This design comes from an exercise in tuning for small area on the open sky130 flow, not from production work.
The RTL was checked by simulation tests, not by an equivalence proof against the original design.

== the baseline ==
==> module gpio_top, before the edit <==
module gpio_top(
   input  logic                             PCLK,
   input  logic                             aresetn,
   input  logic                             psel_i,
   input  logic                             penable_i,
   input  logic                             pwrite_i,
   input  logic [gpio_pkg::ADDR_WIDTH-1:0]  paddr_i,
   input  logic [gpio_pkg::APB_WIDTH-1:0]   pwdata_i,
   output logic [gpio_pkg::APB_WIDTH-1:0]   prdata_o,
   output logic                             pready_o,
   output logic                             pslverr_o,
   input  logic [gpio_pkg::IO_NUM-1:0]      gpio_in_i,
   output logic [gpio_pkg::IO_NUM-1:0]      gpio_out_o,
   output logic [gpio_pkg::IO_NUM-1:0]      gpio_oe_o,
   output logic [gpio_pkg::IO_NUM-1:0]      int_o,
   output logic                             int_or_o
);
   logic [31:0] out_en, in_en, oe, int_en, spare;
   logic [31:0] tx, ty, tz;
   logic [31:0] gpout;
   logic [31:0] sync1, sync2, dly;
   logic [31:0] pos, neg;       
   logic [31:0] status;
   logic        wr;
   logic [31:0] sel;           
   logic        cfg_hit, hit80, hit90, hitA0, clr_we;
   logic [31:0] nclr;
   logic [2:0]  wtype, rtype;
   logic [7:0]  rcfg;
   logic [10:0][7:0] rgrp;
   assign pready_o  = 1'b1;
   assign pslverr_o = 1'b0;
   assign wr      = psel_i & penable_i & pwrite_i;
   assign cfg_hit = ~paddr_i[7];
   assign hit80   = paddr_i == 8'h80;
   assign hit90   = paddr_i == 8'h90;
   assign hitA0   = paddr_i == 8'hA0;
   assign clr_we  = wr & hit80;
   always_comb
      for (int i = 0; i < 32; i++)
         sel[i] = paddr_i[6:2] == 5'(i);
   always_comb
      if (!pwdata_i[3])
         wtype = pwdata_i[7:5];
      else
         case (pwdata_i[7:5])
            3'd0: wtype = 3'b100;
            3'd1: wtype = 3'b110;
            3'd2: wtype = 3'b010;
            3'd3: wtype = 3'b001;
            3'd4: wtype = 3'b011;
            3'd5: wtype = 3'b000;
            3'd6: wtype = 3'b101;
            default: wtype = 3'b111;
         endcase
   always_ff @(posedge PCLK or negedge aresetn)
      if (!aresetn)
      begin
         out_en <= '0; in_en <= '0; oe <= '0; int_en <= '0; spare <= '0;
         tx <= '0; ty <= '0; tz <= '0;
      end
      else
         for (int i = 0; i < 32; i++)
            if (wr && cfg_hit && sel[i])
            begin
               out_en[i] <= pwdata_i[0];
               in_en[i]  <= pwdata_i[1];
               oe[i]     <= pwdata_i[2];
               int_en[i] <= pwdata_i[3];
               spare[i]  <= pwdata_i[4];
               tx[i]     <= wtype[2];
               ty[i]     <= wtype[1];
               tz[i]     <= wtype[0];
            end
   always_ff @(posedge PCLK or negedge aresetn)
      if (!aresetn)
         gpout <= '0;
      else if (wr && hitA0)
         gpout <= pwdata_i;
   assign gpio_out_o = gpout & out_en;
   assign gpio_oe_o  = out_en & oe;
   assign nclr = ~({32{clr_we}} & pwdata_i);
   always_ff @(posedge PCLK or negedge aresetn)
      if (!aresetn)
      begin
         sync1 <= '0; sync2 <= '0;
         status <= '0;
      end
      else
      begin
         sync1  <= gpio_in_i;
         sync2  <= sync1;
         status <= clr_we ? (status & ~pwdata_i) : int_o;
      end
   always_ff @(posedge PCLK)
   begin
      dly <= sync2;
      pos <= int_en & ((sync2 & ~dly) | (pos & nclr));
      neg <= int_en & ((~sync2 & dly) | (neg & nclr));
   end
   assign int_o    = int_en & ((tx & ~tz & (dly ^ ty)) | (~tx & ((ty & pos) | (tz & neg))));
   assign int_or_o = |int_o;
   always_comb
   begin
      for (int k = 0; k < 11; k++)
      begin
         rgrp[k] = '0;
         for (int j = 0; j < 3; j++)
            if (3*k + j < 32)
               rgrp[k] = rgrp[k] | ({8{sel[3*k+j]}} &
                  {tx[3*k+j], ty[3*k+j], tz[3*k+j], spare[3*k+j],
                   int_en[3*k+j], oe[3*k+j], in_en[3*k+j], out_en[3*k+j]});
      end
      rcfg = ((rgrp[0] | rgrp[1] | rgrp[2] | rgrp[3]) |
              (rgrp[4] | rgrp[5] | rgrp[6] | rgrp[7])) |
             (rgrp[8] | rgrp[9] | rgrp[10]);
   end
   always_comb
      if (!rcfg[3])
         rtype = rcfg[7:5];
      else
         case (rcfg[7:5])
            3'b100: rtype = 3'd0;
            3'b110: rtype = 3'd1;
            3'b010: rtype = 3'd2;
            3'b001: rtype = 3'd3;
            3'b011: rtype = 3'd4;
            3'b000: rtype = 3'd5;
            3'b101: rtype = 3'd6;
            default: rtype = 3'd7;
         endcase
   assign prdata_o = ({32{cfg_hit}} & {24'd0, rtype, rcfg[4:0]}) |
                     ({32{hit80}} & status) |
                     ({32{hit90}} & dly & in_en) |
                     ({32{hitA0}} & gpout);
endmodule
==> flow/config.mk <==
export PLATFORM = sky130hd
export DESIGN_NAME = gpio_top
export DESIGN_NICKNAME = gpio_top
export VERILOG_FILES = /design/flow/design.v
export SDC_FILE = /design/flow/constraint.sdc
export NUM_CORES = 4
export LEC_CHECK = 0
export ABC_AREA = 1
export CAP_MARGIN = 20
export CORE_MARGIN = 2
export CORE_UTILIZATION = 65
export SLEW_MARGIN = 20
==> flow/constraint.sdc <==
create_clock -name core_clock -period 7.0 [get_ports {PCLK}]
set_input_delay 1.4000 -clock core_clock [delete_from_list [all_inputs] [get_ports {PCLK}]]
set_output_delay 1.4000 -clock core_clock [all_outputs]
set_load 0.01 [all_outputs]
standard.sh (not shown) runs the stock make flow with config.mk's settings and CLKGATE_MAP_FILE= SYNTH_SCRIPT=/design/flow/synth_recipe.tcl, a recipe that flattens the netlist after the stock synthesis.
==> flow/flow/run.sh <==
#!/bin/bash
# Own layout flow. Synthesis: the standard synthesis, plus area-mapped
# netlists with the same flip-flops (same instances, names and cells), made
# with a few area-oriented ABC scripts (step 2). In each, every enable mux (a
# flip-flop's output fed back through a 2:1 mux) is then built as nor2 + a21oi.
# The smallest netlist whose flip-flops match the
# standard synthesis's is laid out with the standard layout, with port
# buffers of the smallest buffer cell, a smaller clock tree and smaller repair
# buffers. Each tool's output goes to its own log in this folder.
set -euo pipefail
W=$PWD
R=$W/orfs/results/$FLOW_PLATFORM/gpio_top/base
LIB=$FLOW_HOME/platforms/$FLOW_PLATFORM/lib/sky130_fd_sc_hd__tt_025C_1v80.lib
YOSYS=$FLOW_HOME/../tools/install/yosys/bin/yosys

# 1. standard synthesis
bash standard.sh synth > synth.log 2>&1
cp "$R/1_2_yosys.v" std_1_2_yosys.v
python3 flow/flops.py std_1_2_yosys.v > flops_std.txt

area() {  # netlist -> cell area
  sed -e "s#@LIB@#$LIB#g" -e "s#@NET@#$1#" -e "s#@TOP@#$FLOW_TOP#" -e "s#@OUT@#$1.stat#" flow/area.ys > "$1.area.ys"
  "$YOSYS" -q -s "$1.area.ys" > "$1.area.log" 2>&1
  awk '/Chip area/ {print $NF}' "$1.stat"
}

# 2. candidates: for each area-oriented ABC script flow/abc_N.script,
#   a) ORFS's synthesis script with that ABC script in place of the standard one,
#   b) the standard netlist's combinational logic re-mapped with it;
# each followed by the enable-mux rewrite.
sed -e "s#source \$::env(SCRIPTS_DIR)/synth.tcl#source $W/synth_mod.tcl#" synth_recipe.tcl > my_synth.tcl
grep -q synth_mod my_synth.tcl
DU=$(sed -n '/DONT_USE_CELLS += /,/^#/p' "$FLOW_HOME/platforms/$FLOW_PLATFORM/config.mk" \
     | grep -o 'sky130_fd_sc_hd__[a-z0-9_]*' | sed 's/^/-dont_use /' | tr '\n' ' ')
CAND=""
for S in flow/abc_*.script; do
  k=$(basename "$S" .script)
  O=$W/orfs_$k
  mkdir -p "$O/results/$FLOW_PLATFORM/gpio_top/base"
  cp -p "$R"/1_1_yosys_canonicalize.rtlil "$O/results/$FLOW_PLATFORM/gpio_top/base/"
  cp -rp orfs/objects "$O/" 2>/dev/null || true
  sed -e "s#log_cmd abc {\*}\$abc_args#log_cmd abc {*}[lreplace \$abc_args 1 1 $W/$S]#" \
      "$FLOW_HOME/scripts/synth.tcl" > "synth_mod_$k.tcl"
  grep -q "lreplace" "synth_mod_$k.tcl"
  sed -e "s#synth_mod.tcl#synth_mod_$k.tcl#" my_synth.tcl > "my_synth_$k.tcl"
  sed -n '/^make /p' standard.sh | sed -e "s#WORK_HOME=[^ ]*#WORK_HOME=$O#" \
      -e "s#SYNTH_SCRIPT=[^ ]*#SYNTH_SCRIPT=$W/my_synth_$k.tcl#" -e 's#"${@:-finish}"#do-yosys#' > "my_synth_$k.sh"
  if bash "my_synth_$k.sh" > "my_synth_$k.log" 2>&1; then
    python3 flow/muxfb.py "$O/results/$FLOW_PLATFORM/gpio_top/base/1_2_yosys.v" "cand_a_$k.v" > "muxfb_a_$k.log" 2>&1 \
      && CAND="$CAND cand_a_$k.v"
  fi
  sed -e "s#@LIB@#$LIB#g" -e "s#@DU@#$DU#" -e "s#@TOP@#$FLOW_TOP#g" -e "s#@SCRIPT@#$W/$S#" \
      -e "s#resyn_out.v#resyn_out_$k.v#" -e "s#resyn_before.txt#resyn_before_$k.txt#" \
      -e "s#resyn_after.txt#resyn_after_$k.txt#" flow/resyn.ys > "resyn_$k.ys"
  if "$YOSYS" -s "resyn_$k.ys" > "resyn_$k.log" 2>&1; then
    python3 flow/muxfb.py "resyn_out_$k.v" "cand_b_$k.v" > "muxfb_b_$k.log" 2>&1 && CAND="$CAND cand_b_$k.v"
  fi
done

# pick the smallest candidate that keeps the standard flip-flops
BEST=std_1_2_yosys.v
BESTA=$(area std_1_2_yosys.v)
for c in $CAND; do
  python3 flow/flops.py "$c" > "flops_$c.txt"
  if cmp -s flops_std.txt "flops_$c.txt"; then
    a=$(area "$c")
    echo "$c $a" >> candidates.txt
    if awk -v a="$a" -v b="$BESTA" 'BEGIN {exit !(a < b)}'; then BEST=$c; BESTA=$a; fi
  else
    echo "$c flip-flops differ from the standard synthesis" >> candidates.txt
  fi
done
echo "chosen $BEST $BESTA" >> candidates.txt
cp "$BEST" "$R/1_2_yosys.v"

# 3. the standard layout from the chosen netlist
export BUFFER_PORTS_ARGS="-buffer_cell sky130_fd_sc_hd__buf_1"
# clock tree: sink clusters of ten and no dummy loads
export CTS_ARGS="-sink_clustering_enable -repair_clock_nets -dont_use_dummy_load -buf_list sky130_fd_sc_hd__clkbuf_4 -sink_clustering_size 10 -sink_clustering_max_diameter 40"
# keep the placement-time repair from picking the largest buffers
export PRE_GLOBAL_PLACE_TCL=$W/flow/dontbig.tcl
export PRE_RESIZE_TCL=$W/flow/dontbig.tcl
bash standard.sh finish > layout.log 2>&1
Other scripts of this flow, unchanged in this note and not shown: flow/flow/abc_1.script, flow/flow/abc_2.script, flow/flow/abc_3.script, flow/flow/abc_4.script, flow/flow/area.ys, flow/flow/dontbig.tcl, flow/flow/flops.py, flow/flow/muxfb.py, flow/flow/resyn.ys
diff inputs: the baseline => the candidate
--- a/flow/design.v
+++ b/flow/design.v
@@ -134,8 +134,16 @@
             3'b101: rtype = 3'd6;
             default: rtype = 3'd7;
          endcase
-   assign prdata_o = ({32{cfg_hit}} & {24'd0, rtype, rcfg[4:0]}) |
-                     ({32{hit80}} & status) |
-                     ({32{hit90}} & dly & in_en) |
-                     ({32{hitA0}} & gpout);
+   always_comb
+   begin
+      prdata_o = '0;
+      if (cfg_hit)
+         prdata_o[7:0] = {rtype, rcfg[4:0]};
+      else if (hit80)
+         prdata_o = status;
+      else if (hit90)
+         prdata_o = dly & in_en;
+      else if (hitA0)
+         prdata_o = gpout;
+   end
 endmodule
Results
- The candidate vs. the baseline: highest attainable clock frequency went up by 0.64%.
- From the baseline to the candidate the numbers moved as follows: met2 usage +12 points; DRC violation total after the first TritonRoute iteration climbed 36%; via count shows an increase of 9.7%; final worst setup slack rose 0.039 ns; post-route clock period utilization dropped 0.56 points.
- Comparing the candidate and the baseline, the lower cell count after synthesis was measured on the baseline.

## static timing again, ports no longer ideal
The flow's constraints put no driver on any port. The routed layouts listed below were extracted and timed again, unchanged, in two steps. Step 1 (the two cells are an assumption about what drives the block):
set clk [get_ports {PCLK}]
set_driving_cell -lib_cell sky130_fd_sc_hd__clkbuf_16 $clk
set_driving_cell -lib_cell sky130_fd_sc_hd__buf_2 [delete_from_list [all_inputs] $clk]
Step 2 adds t to the input delays and takes it off the output delays; t is the mean of the earliest and latest rising clock arrival at the registers after step 1. Input paths then give back, and output paths get back, about the clock's delay inside the block. a / b / c = ideal ports / drivers / drivers and shift; a / b = the first two.
run	t, ns	setup WS [ns]	clock arrival spread, ns
the baseline	0.784	0.789 / 0.733 / 0.733	0.045 / 0.045
the candidate	0.770	0.828 / 0.782 / 0.782	0.092 / 0.092
After both steps every run listed still meets setup and hold. For the baseline, which loses most, drivers alone change the setup slack by -0.056 ns; drivers and shift together by -0.056 ns.
